This is an optimization exercise on Yosys and OpenROAD, whose aim is small area, a short achievable clock period and few clock cycles per item, not a production implementation.
The RTL was checked by simulation tests, not by an equivalence proof against the original design.

==> design.v <==
module conv2d_window_ctr #(
  parameter int CH   = 1,
  parameter int OUT  = 5,
  parameter int CH_W = 1,
  parameter int RC_W = 4
) (
  input  logic            clock,
  input  logic            nreset,
  input  logic            clear,
  input  logic            inc_ch,
  input  logic            inc_pix,
  output logic [CH_W-1:0] ch,
  output logic [RC_W-1:0] row,
  output logic [RC_W-1:0] col,
  output logic            last_ch,
  output logic            last_pix
);
  logic last_col;
  assign last_ch  = (ch == CH_W'(CH - 1));
  assign last_col = (col == RC_W'(OUT - 1));
  assign last_pix = last_col && (row == RC_W'(OUT - 1));
  always_ff @(posedge clock or negedge nreset) begin
    if (!nreset) begin
      ch  <= '0;
      row <= '0;
      col <= '0;
    end else if (clear) begin
      ch  <= '0;
      row <= '0;
      col <= '0;
    end else if (inc_pix) begin
      ch <= '0;
      if (last_col) begin
        col <= '0;
        row <= last_pix ? '0 : row + 1'b1;
      end else begin
        col <= col + 1'b1;
      end
    end else if (inc_ch) begin
      ch <= ch + 1'b1;
    end
  end
endmodule
module conv2d_engine #(
  parameter int IMG       = 7,
  parameter int KER       = 3,
  parameter int STRIDE    = 1,
  parameter int CH        = 2,
  parameter int WIDTH_BIT = 8,
  parameter int SHIFT     = 8,
  parameter int OUT       = (IMG - KER) / STRIDE + 1,
  parameter int RC_W      = $clog2(OUT) + 1
) (
  input  logic                            clock,
  input  logic                            nreset,
  input  logic                            start,
  input  logic [CH*IMG*IMG*WIDTH_BIT-1:0] inp_matrix,
  input  logic [CH*KER*KER*WIDTH_BIT-1:0] kernel,
  output logic                            busy,
  output logic                            done,
  output logic                            pix_valid,
  output logic [RC_W-1:0]                 pix_row,
  output logic [RC_W-1:0]                 pix_col,
  output logic [WIDTH_BIT-1:0]            pix_data,
  output logic [OUT*OUT*WIDTH_BIT-1:0]    out_matrix
);
  localparam int ACC_W = 2 * WIDTH_BIT + $clog2(KER * KER * CH);
  localparam logic signed [ACC_W-1:0] Q_MAX = (1 <<< (WIDTH_BIT - 1)) - 1;
  localparam logic signed [ACC_W-1:0] Q_MIN = -(1 <<< (WIDTH_BIT - 1));
  localparam int IW    = $clog2(CH * IMG * IMG * WIDTH_BIT);
  localparam int KW    = $clog2(CH * KER * KER * WIDTH_BIT);
  localparam int OW    = $clog2(OUT * OUT * WIDTH_BIT);
  localparam int CH_W  = (CH > 1) ? $clog2(CH) : 1;
  localparam int SAT_W = ACC_W - SHIFT;
  localparam logic [2:0] IDLE  = 3'd0;
  localparam logic [2:0] LOAD  = 3'd1;
  localparam logic [2:0] MAC   = 3'd2;
  localparam logic [2:0] WRITE = 3'd3;
  localparam logic [2:0] FIN   = 3'd4;
  logic [2:0]                  state;
  logic signed [ACC_W-1:0]     acc;
  logic signed [ACC_W-1:0]     mac_sum;
  logic signed [ACC_W-1:0]     acc_sh;
  logic [KER*KER*WIDTH_BIT-1:0] win;
  logic [KER*KER*WIDTH_BIT-1:0] kwin;
  logic [WIDTH_BIT-1:0]        q;
  logic [CH_W-1:0]             ch;
  logic [RC_W-1:0]             row;
  logic [RC_W-1:0]             col;
  logic                        last_ch;
  logic                        last_pix;
  logic [IW-1:0]               ibase;
  logic [KW-1:0]               kbase;
  logic [OW-1:0]               obase;
  conv2d_window_ctr #(
    .CH  (CH),
    .OUT (OUT),
    .CH_W(CH_W),
    .RC_W(RC_W)
  ) u_ctr (
    .clock   (clock),
    .nreset  (nreset),
    .clear   (state == IDLE && start),
    .inc_ch  (state == MAC && !last_ch),
    .inc_pix (state == WRITE),
    .ch      (ch),
    .row     (row),
    .col     (col),
    .last_ch (last_ch),
    .last_pix(last_pix)
  );
  always_comb begin
    mac_sum = '0;
    for (int k = 0; k < KER * KER; k++)
      mac_sum = mac_sum + $signed(win[k*WIDTH_BIT +: WIDTH_BIT]) *
                          $signed(kwin[k*WIDTH_BIT +: WIDTH_BIT]);
  end
  always_comb begin
    acc_sh = acc >>> SHIFT;
    if (acc_sh > Q_MAX)
      q = {1'b0, {(WIDTH_BIT-1){1'b1}}};
    else if (acc_sh < Q_MIN)
      q = {1'b1, {(WIDTH_BIT-1){1'b0}}};
    else
      q = acc_sh[WIDTH_BIT-1:0];
  end
  always_comb begin
    ibase = IW'(ch) * IW'(IMG * IMG * WIDTH_BIT) + IW'(row) * IW'(STRIDE * IMG * WIDTH_BIT) +
            IW'(col) * IW'(STRIDE * WIDTH_BIT);
    kbase = KW'(ch) * KW'(KER * KER * WIDTH_BIT);
    obase = OW'(row) * OW'(OUT * WIDTH_BIT) + OW'(col) * OW'(WIDTH_BIT);
  end
  always_ff @(posedge clock) begin
    if (state == LOAD) begin
      for (int k = 0; k < KER; k++)
        for (int l = 0; l < KER; l++) begin
          win[(k*KER + l)*WIDTH_BIT +: WIDTH_BIT] <=
            inp_matrix[ibase + IW'((k * IMG + l) * WIDTH_BIT) +: WIDTH_BIT];
          kwin[(k*KER + l)*WIDTH_BIT +: WIDTH_BIT] <=
            kernel[kbase + KW'((k * KER + l) * WIDTH_BIT) +: WIDTH_BIT];
        end
    end
  end
  always_ff @(posedge clock or negedge nreset) begin
    if (!nreset) begin
      state      <= IDLE;
      acc        <= '0;
      busy       <= 1'b0;
      done       <= 1'b0;
      pix_valid  <= 1'b0;
      pix_row    <= '0;
      pix_col    <= '0;
      pix_data   <= '0;
      out_matrix <= '0;
    end else begin
      done      <= 1'b0;
      pix_valid <= 1'b0;
      case (state)
        IDLE: if (start) begin
          acc   <= '0;
          busy  <= 1'b1;
          state <= LOAD;
        end
        LOAD: state <= MAC;
        MAC: begin
          acc   <= acc + mac_sum;
          state <= last_ch ? WRITE : LOAD;
        end
        WRITE: begin
          pix_valid <= 1'b1;
          pix_row   <= row;
          pix_col   <= col;
          pix_data  <= q;
          out_matrix[obase +: WIDTH_BIT] <= q;
          acc       <= '0;
          state     <= last_pix ? FIN : LOAD;
        end
        FIN: begin
          done  <= 1'b1;
          busy  <= 1'b0;
          state <= IDLE;
        end
        default: state <= IDLE;
      endcase
    end
  end
endmodule
==> run.sh <==
#!/bin/bash
# synth_recipe.tcl (not shown) runs the flow's synth.tcl, then flattens the netlist and writes it again
# the make line also repeats each setting of config.mk as NAME=value (left out here)
make -C /OpenROAD-flow-scripts/flow DESIGN_CONFIG=/design/flow/config.mk WORK_HOME=/design/flow/orfs CLKGATE_MAP_FILE= SYNTH_SCRIPT=/design/flow/synth_recipe.tcl finish
==> config.mk <==
export PLATFORM = sky130hd
export DESIGN_NAME = conv2d_engine
export DESIGN_NICKNAME = conv2d_engine
export VERILOG_FILES = /design/flow/design.v
export SDC_FILE = /design/flow/constraint.sdc
export NUM_CORES = 4
export LEC_CHECK = 0
export CAP_MARGIN = 20
export CORE_MARGIN = 2
export CORE_UTILIZATION = 30
export SLEW_MARGIN = 20
==> constraint.sdc <==
create_clock -name core_clock -period 12.0 [get_ports {clock}]
set_input_delay 2.4000 -clock core_clock [delete_from_list [all_inputs] [get_ports {clock}]]
set_output_delay 2.4000 -clock core_clock [all_outputs]
set_load 0.01 [all_outputs]
==> notes.md <==
-- final cells by class --
class | instances | area (sq um) | area share [%]
multi-input cells | 4657 | 54700 | 62.8
repair buffers | 1240 | 12300 | 14.1
flip-flops and latches | 396 | 10600 | 12.2
well taps | 3132 | 3920 | 4.50
inverters | 969 | 3650 | 4.19
clock buffers | 73 | 1490 | 1.71
clock inverters | 23 | 229 | 0.263
diodes | 84 | 210 | 0.241
-- critical path, delay by kind of cell, from the launching register on --
kind,cells,cell delay (ns)
and+or+nand+nor,4,0.82
DFF,1,0.51
AOI/OAI and AO/OA,2,1.13
buffers and inverters,8,0.82
adders and majority gates,11,5.33
-- metrics by stage --
| stage | setup WS, ns |
|---|---|
| floorplan | 4.20 |
| global placement | 3.31 |
| detailed placement | 3.29 |
| CTS | 3.25 |
| global route | 2.80 |
| finish | 3.26 |
-- layer usage --
metal	global-route usage, %	share of wire, %	up-vias
li1	-	-	24100
met1	32.1	36	29700
met2	46.7	48	2886
met3	5.65	7.4	794
met4	20.3	8.4	22
met5	0	0.045	-
-- sequential cells by signal, indices dropped and copies added, names as in the netlist --
register    flops
done            1
pix_col         4
pix_valid       1
out_matrix    200
u_ctr.col       4
u_ctr.row       4
win            72
u_ctr.ch        1
pix_row         4
pix_data        8
state           3
kwin           72
busy            1
acc            21
-- final timing paths --
kind | start | to | slack [ns]
max | win[55] | acc[17] | 3.26
min | pix_data[0] | pix_data[0] | 0.48
max reg2reg | win[55] | acc[17] | 3.26
min reg2reg | pix_data[0] | pix_data[0] | 0.48
max in group asynchronous | nreset | u_ctr.ch | 8.76
min in group asynchronous | nreset | out_matrix[145] | 1.81
-- synth_stat cells (all sizes together) (34+ instances only) --
master,count
and2,316
nor3,34
clkbuf,129
o21ai,170
nand3,37
fa,828
a21oi,109
mux2,489
ha,228
nand2b,50
o211ai,41
nor2,122
mux2i,709
dfrtp,252
xnor2,48
nand2,642
nor2b,40
mux4,533
edfxtp,144
inv,968
buf,221
-- cell families after synthesis --
logic type      after synthesis
xor+xnor                     81
flops                       396
buf+inv                    1319
fa+ha+maj                  1056
mux                        1731
simple gates               1286
compound gates              503
==> qor.yml <==
outcome:
  status: "finished clean"
floorplanning:
  start_util_pct: 30.2
  die_w_um: 489
  io_pins: 1150
  num_rows: 177
  die_h_um: 489
  die_area_sq_um: 239000
  core_area_sq_um: 233000
worst_setup_path:
  cpPeakStageDelay_ns: 0.86
  critPathSlowestCell: "a2111oi_0"
  critPathArrivalTime_ns: 9.29
  cp-start-kind: "register"
  cp_max_fo: 8
  reg2regPathDepth: 25
  path_common_cell: "fa_1"
  critPathRequiredTime_ns: 12.55
  setup.worst_path.end_class: "register"
  path_class: "reg2reg"
clock_tree:
  hold_buffers: 0
  cts_made_buffers: 52
  cts_tree: "built"
  post_cts_buffers: 0
  cts_max_level: 2
  insertion_delay_ns: 0.66
  cts-root-buf: "clkbuf_16"
  cts_resized: 0
  cts.sinks: 396
  cts.clk_slew.worst_paths_ns: 0.06
  cts_buffer_depth: 3
place:
  gp_congestion: 1.06
  portBuffers: 1149
  dp_cells: 10400
  placed_area_sq_um: 85100
  dp_hpwl_mm: 289
timing:
  min_period_ns: 8.74
  relSlewSlack_pct: 16.7
  worst_pin_slew_ns: 1.24
  slew_violations: 0
  hold_viol: 0
  timing.fmax_ghz: 0.114
  fin_tns_setup_ns: 0
  rsz0062_at_grt: "no"
  setup_viol: 0
  worst_clock_skew_ns: 0.0206
  post-route-period-util_pct: 72.9
  hold-worst-slack_ns: 0.475
global_route:
  grt_pass1_vias: 59900
  antenna_found_initial: 112
  grt.overflow.total: 0
  grt_max_degree: 144
  track_usage_pct: 28.1
  grt_first_pass_wirelength_mm: 470
detailed_routing:
  drc: 0
  first_pass_iters: 8
  num_vias: 57400
  ant_nets: 0
  drt_iter0_markers: 5274
  drt_wl_total_mm: 341
  wire_per_inst_um: 32.2
  routed_via_density: 5.43
layout:
  fillers: 23000
  drive_above_1_share_pct: 17.0
  fin_cells: 10600
  final_net_count: 9303
  final_util_pct: 37.3
  stdcell_area_sq_um: 87100
  syn2layout_area_growth_pct: 23.5
  final_common_cell: "clkdlybuf4s50_1"
  final_cell_mix: "clkdlybuf4s50_1 (1148), inv_1 (963), fa_1 (826), mux2i_1 (706), nand2_1 (642)"
logic_synthesis:
  synthCells: 6372
  synth_top_family_by_area: "multiplexers"
  postSynthAreaPerCell_sq_um: 11.1
  netlist_top_cells_area: "fa_1 (24%), mux4_2 (17%), mux2i_1 (10%), dfrtp_1 (8.9%), mux2_2 (7.8%)"
  synthArstFlopShare_pct: 63.6
  ys_seq_elements: 396
  synth-simple-area-share_pct: 8.65
  synthFlopType: "dfrtp_1"
  syn-cell-area_sq_um: 70500
  synth_compound_area_share_pct: 4.57
  synth_xor_area_share_pct: 1.44
  synth_area_leader_cell: "fa_1"
  muxShareOfSynthArea_pct: 35.0
  yosysWarnings: 2
  ys_seq_area_share_pct: 15.1
  syn_nets: 8359
  synth_cell_type_count: 79
  synth-edff-count: 144
  netlist.area_leader.share_pct: 23.5
  synth_fa_ha_area_share_pct: 27.6
job:
  maxCapViolations: 0
hold_path:
  hold_depth: 2
  holdCritPathClass: "reg2reg"
Testbench counts, summed over its fixed seeds: cycles 24,384, frames 192.

## static timing again, ports no longer ideal
No port has a modelled driver above. Below, the same layout with a new extraction and two added sets of constraints. Step 1 assumes that a clkbuf_16 drives the clock port and a buf_2 every other input. Step 2 also shifts input and output timing later by t, the mid clock arrival at the registers, as if the neighbouring blocks saw the same clock. Slacks: no drivers / after step 1 / after step 2; pairs: no drivers / after step 1.
t, ns: 0.728
setup WS [ns]: 3.258 / 3.258 / 3.258
clock arrival spread, ns: 0.027 / 0.027
After both steps this run still meets setup and hold. The setup slack of this run moves by 0.000 ns with the drivers and by 0.000 ns with both steps.
